Context: an optimization exercise on an open-source flow, tuned for small area, a short achievable clock period and few clock cycles. The choices shown serve that exercise and are no tape-out recipe. Function was checked by simulation only, so behaviour that the tests miss may differ from the original. Power and IR drop assume default switching activity.

Design exec_unit, start of the top module:
module exec_unit (
   input  wire                           CLK,
   input  wire                           arst_n,
   input  wire                           ins_valid,
   input  wire  [exec_pkg::INS_W-1:0]    ins,
   output wire                           busy,
   output wire                           done,
   output wire                           halted,
   output wire                           wr_en,
   output wire  [exec_pkg::REG_AW-1:0]   wr_addr,
   output wire  [exec_pkg::XLEN-1:0]     wr_data,
   output wire  [exec_pkg::FLAG_W-1:0]   flags
);
==> flow/config.mk <==
export PLATFORM = sky130hd
export DESIGN_NAME = exec_unit
export DESIGN_NICKNAME = exec_unit
export VERILOG_FILES = /design/flow/design.v
export SDC_FILE = /design/flow/constraint.sdc
export NUM_CORES = 4
export LEC_CHECK = 0
export CAP_MARGIN = 20
export CORE_MARGIN = 2
export CORE_UTILIZATION = 30
export SLEW_MARGIN = 20
export SYNTH_HIERARCHICAL = 1
==> flow/constraint.sdc <==
create_clock -name core_clock -period 12.0 [get_ports {CLK}]
set_input_delay 2.4000 -clock core_clock [delete_from_list [all_inputs] [get_ports {CLK}]]
set_output_delay 2.4000 -clock core_clock [all_outputs]
set_load 0.01 [all_outputs]
standard.sh (not shown) runs the stock make flow with config.mk's settings and CLKGATE_MAP_FILE= SYNTH_SCRIPT=/design/flow/synth_recipe.tcl, a recipe that flattens the netlist after the stock synthesis.
==> flow/flow/run.sh <==
#!/bin/bash
set -euo pipefail
cd "$(dirname "$0")/.."
args=()
while IFS= read -r line; do
  [[ -z "$line" || "$line" == \#* ]] && continue
  args+=("$line")
done < flow/knobs.txt
bash standard.sh "${args[@]}" finish > flow_make.log 2>&1
==> flow/flow/knobs.txt <==
SETUP_SLACK_MARGIN=8.5
CTS_ARGS=-sink_clustering_enable -repair_clock_nets -dont_use_dummy_load -sink_clustering_buffer sky130_fd_sc_hd__clkbuf_4
Testbench counts at the start, summed over its fixed seeds: cycles 24,024.
Edit:
==> flow/flow/knobs.txt (replaced) <==
SETUP_SLACK_MARGIN=8.5
CTS_ARGS=-sink_clustering_enable -repair_clock_nets -dont_use_dummy_load
Outcome: The new run went through all stages and came out clean. Hold slack got worse by 5.0 ps. Routed wire length is lower by about 1.6%. Cell area barely changes. Sequential power is about the same. Critical path depth is higher by 13. Flip-flop and latch count is unchanged. Global-route usage is lower by 0.34 points.

* * *

Setup of the previous run:
exec_unit, a different RTL version from the one above (not shown whole).
For scale: ~3200 cells after synthesis, roughly 64 I/O pins, roughly 51000 um^2 of cells after synthesis.
Design exec_unit, start of the top module:
module exec_unit (
   input  wire                           CLK,
   input  wire                           arst_n,
   input  wire                           ins_valid,
   input  wire  [exec_pkg::INS_W-1:0]    ins,
   output wire                           busy,
   output wire                           done,
   output wire                           halted,
   output wire                           wr_en,
   output wire  [exec_pkg::REG_AW-1:0]   wr_addr,
   output wire  [exec_pkg::XLEN-1:0]     wr_data,
   output wire  [exec_pkg::FLAG_W-1:0]   flags
);
==> flow/config.mk <==
export PLATFORM = sky130hd
export DESIGN_NAME = exec_unit
export DESIGN_NICKNAME = exec_unit
export VERILOG_FILES = /design/flow/design.v
export SDC_FILE = /design/flow/constraint.sdc
export NUM_CORES = 4
export LEC_CHECK = 0
export CAP_MARGIN = 20
export CORE_MARGIN = 2
export CORE_UTILIZATION = 30
export SLEW_MARGIN = 20
export SYNTH_HIERARCHICAL = 1
==> flow/constraint.sdc <==
create_clock -name core_clock -period 12.0 [get_ports {CLK}]
set_input_delay 2.4000 -clock core_clock [delete_from_list [all_inputs] [get_ports {CLK}]]
set_output_delay 2.4000 -clock core_clock [all_outputs]
set_load 0.01 [all_outputs]
==> flow/flow/knobs.txt <==
SETUP_SLACK_MARGIN=8.7
CTS_ARGS=-sink_clustering_enable -repair_clock_nets -dont_use_dummy_load -sink_clustering_size 24 -sink_clustering_max_diameter 150
Scripts as last shown in full above: flow/flow/run.sh
The previous run has completed all stages; timing, DRC and antenna checks passed.
Testbench counts of the previous run, summed over its fixed seeds: cycles 24,024.
Edits applied to the flow inputs when going from the previous run to the current run:
==> flow/flow/knobs.txt <==
SETUP_SLACK_MARGIN=8.5
CTS_ARGS=-sink_clustering_enable -repair_clock_nets -dont_use_dummy_load -sink_clustering_size 24 -sink_clustering_max_diameter 150
### Flow results
- Switching power of the nets on the current run is ahead of the previous run.
- The current run ends up with a data-path buffer share of cell area in the final layout that is 0.63 points lower than in the previous run.
- Sum of routed wire length over all layers across the previous run and the current run: no real change.
- Changes observed in the current run relative to the previous run: share of the final layout cell area in sequential cells now larger, cell count now smaller.
- Going from the previous run to the current run, the part of the total power dissipated in the clock network was found to have gone up by 0.3 points.
- On fraction of power consumed by combinational cells: between the previous run and the current run, it ends up lower for the current run.
- The current run vs the previous run — wire length on met1 climbed by a few percent
- The current run ended with every stage complete and zero timing, DRC or antenna violations.
- The current run consumes less power than the previous run does.

* * *

== trial 51 ==
exec_unit, a different RTL version from the one above (not shown whole).
Size in the first run: about 64 I/O pins.
export LEC_CHECK = 0
export CAP_MARGIN = 20
export CORE_MARGIN = 2
export CORE_UTILIZATION = 30
export SLEW_MARGIN = 20
export SYNTH_HIERARCHICAL = 1
create_clock -name core_clock -period 12.0 [get_ports {CLK}]
==> flow/flow/knobs.txt <==
SETUP_SLACK_MARGIN=8.5
CTS_ARGS=-sink_clustering_enable -repair_clock_nets -dont_use_dummy_load
Scripts as last shown in full above: flow/flow/run.sh
The final layout from trial 51, which completed every stage, passed the timing, DRC and antenna checks at the end of the flow.
Testbench counts of trial 51, summed over its fixed seeds: cycles 24,024.
Here is what was changed in the inputs of build 12 compared with trial 51.
==> flow/flow/knobs.txt <==
SETUP_SLACK_MARGIN=8.5
CTS_ARGS=-sink_clustering_enable -repair_clock_nets -dont_use_dummy_load -sink_clustering_size 24 -sink_clustering_max_diameter 150
## What came out
Build 12 against trial 51: routed wire length now smaller; worst vdd rail ir drop rose 5.6%; area after synthesis flat; first-iteration DRC count rose by 265.

* * *

Setup of job 101:
exec_unit again, from the RTL that the note above started with.
Design exec_unit, start of the top module:
module exec_unit (
   input  wire                           CLK,
   input  wire                           arst_n,
   input  wire                           ins_valid,
   input  wire  [exec_pkg::INS_W-1:0]    ins,
   output wire                           busy,
   output wire                           done,
   output wire                           halted,
   output wire                           wr_en,
   output wire  [exec_pkg::REG_AW-1:0]   wr_addr,
   output wire  [exec_pkg::XLEN-1:0]     wr_data,
   output wire  [exec_pkg::FLAG_W-1:0]   flags
);
export LEC_CHECK = 0
export CAP_MARGIN = 20
export CORE_MARGIN = 2
export CORE_UTILIZATION = 30
export SLEW_MARGIN = 20
export SYNTH_HIERARCHICAL = 1
create_clock -name core_clock -period 12.0 [get_ports {CLK}]
==> flow/flow/knobs.txt <==
SETUP_SLACK_MARGIN=8.3
CTS_ARGS=-sink_clustering_enable -repair_clock_nets -dont_use_dummy_load
Scripts as last shown in full above: flow/flow/run.sh
Testbench counts of job 101, summed over its fixed seeds: cycles 24,024.
Inputs modified between job 101 and job 103:
==> flow/flow/knobs.txt <==
SETUP_SLACK_MARGIN=8.3
CTS_ARGS=-sink_clustering_enable -repair_clock_nets -dont_use_dummy_load -sink_clustering_size 24 -sink_clustering_max_diameter 150
[summary]
[compare] base=job 101 new=job 103: sequential share of power has increased, portion of total power attributed to the clock network has decreased, aggregate routed wire length has remained practically unchanged, maximum level of the CTS H-tree has decreased.
Of job 101 and job 103, the higher net switching power belongs to job 101.
The depth of the critical timing path with buffers and inverters included number comes out lower for job 103 vs job 101.
~same area used by sequential logic in the layout in job 101 and job 103

* * *

Setup of juniper:
Another version of the RTL of exec_unit (not shown whole).
Size in the first run: ~3200 cells after synthesis, about 64 I/O pins, about 51000 um2 of cells after synthesis.
## exec_unit
module exec_unit (
   input  wire                           CLK,
   input  wire                           arst_n,
   input  wire                           ins_valid,
   input  wire  [exec_pkg::INS_W-1:0]    ins,
   output wire                           busy,
   output wire                           done,
   output wire                           halted,
   output wire                           wr_en,
   output wire  [exec_pkg::REG_AW-1:0]   wr_addr,
   output wire  [exec_pkg::XLEN-1:0]     wr_data,
   output wire  [exec_pkg::FLAG_W-1:0]   flags
);
   localparam int W  = exec_pkg::XLEN;
   localparam int AW = exec_pkg::REG_AW;
   logic                        v_x, fwd_a_x, fwd_b_x;
   wire  [W-1:0]                result;
   logic                        is_add_x, is_sub_x, is_shift_x, shl_x, sar_x, is_setf_x;
   logic                        upd_arith_x, upd_logic_x, reg_write_x, is_halt_x;
   logic [3:0]                  tt_x;
   logic [exec_pkg::COND_W-1:0] cond_x;
   logic [AW-1:0]               rd_x;
   logic [W-1:0]                a_x, b_x;
   wire                     accept, halted_int;
   wire [exec_pkg::FLAG_W-1:0] flags_int;
   logic                    v_d;
   logic [exec_pkg::INS_W-1:0] ir_d;
   exec_ctrl u_ctrl (
      .CLK(CLK), .arst_n(arst_n), .ins_valid(ins_valid),
      .ins_halt(ins[exec_pkg::OPC_LSB +: exec_pkg::OPC_W] == exec_pkg::OP_HALT),
      .halt_done(halt_w), .accept(accept), .busy(busy), .halted(halted_int),
      .halted_port(halted)
  ...
clock: 12.0 ns
lec_check: 0
cap_margin: 20
core_margin: 2
core_utilization: 30
slew_margin: 20
synth_hierarchical: 1
==> flow/flow/knobs.txt <==
SETUP_SLACK_MARGIN=8.5
CTS_ARGS=-sink_clustering_enable -repair_clock_nets -dont_use_dummy_load -sink_clustering_size 24 -sink_clustering_max_diameter 150
Scripts as last shown in full above: flow/flow/run.sh
Testbench counts of juniper, summed over its fixed seeds: cycles 24,024.
## Diff of input files: harbor against juniper
- a change of CAP_MARGIN from 20 to 10
- a change of SLEW_MARGIN from 20 to 10
Notes after the runs:
[compare] base=juniper new=harbor: setup slack stayed essentially flat, clock distribution area overhead in the final layout stayed essentially flat, share of the cycle needed by the critical path after routing stayed essentially flat, clock skew stayed essentially flat.
Number of placed instances with taps included: harbor vs juniper identical
juniper → harbor: combinational power ~0 delta; final sum of negative setup slack stayed essentially flat; initial antenna violation count closely matched the old numbers.
As far as count of clock buffers in the final design goes, harbor and juniper are indistinguishable; the numbers are identical.
On number of buffers added for setup after CTS, juniper and harbor are basically level.
Number of non-clock buffers in the layout: juniper vs harbor, no meaningful difference

==> port drivers added, routing unchanged <==
The results above use ideal ports. As a check the final layouts listed here were re-extracted and re-timed, cells and wires unchanged. Step 1 (the two cells are an assumption about what drives the block):
set clk [get_ports {CLK}]
set_driving_cell -lib_cell sky130_fd_sc_hd__clkbuf_16 $clk
set_driving_cell -lib_cell sky130_fd_sc_hd__buf_2 [delete_from_list [all_inputs] $clk]
Step 2 times the ports against the registers' clock, not the clock port: input delays grow and output delays shrink by t, the midpoint of the rising clock arrivals with the driver on. Three values: ideal, step 1, step 2; two values: the first two.
run | t (ns) | setup WS [ns] | worst setup path after step 2
the first run of note 1 | 0.891 | 8.184 / 8.113 / 7.707 | input to register
the second run of note 1 | 0.796 | 8.269 / 8.222 / 7.742 | input to register
the previous run | 0.771 | 8.388 / 8.307 / 8.073 | input to register
the current run | 0.772 | 8.398 / 8.317 / 7.943 | input to register
trial 51 | 0.787 | 8.214 / 8.141 / 7.853 | input to register
build 12 | 0.764 | 8.245 / 8.167 / 7.756 | input to register
job 101 | 0.790 | 8.255 / 8.183 / 7.611 | input to register
job 103 | 0.780 | 8.260 / 8.180 / 7.645 | input to register
juniper | 0.783 | 8.376 / 8.301 / 7.891 | input to register
harbor | 0.783 | 8.376 / 8.301 / 7.891 | input to register
After both steps setup and hold are still met in every run listed. For job 101, which loses most, drivers alone change the setup slack by -0.072 ns; drivers and shift together by -0.644 ns.
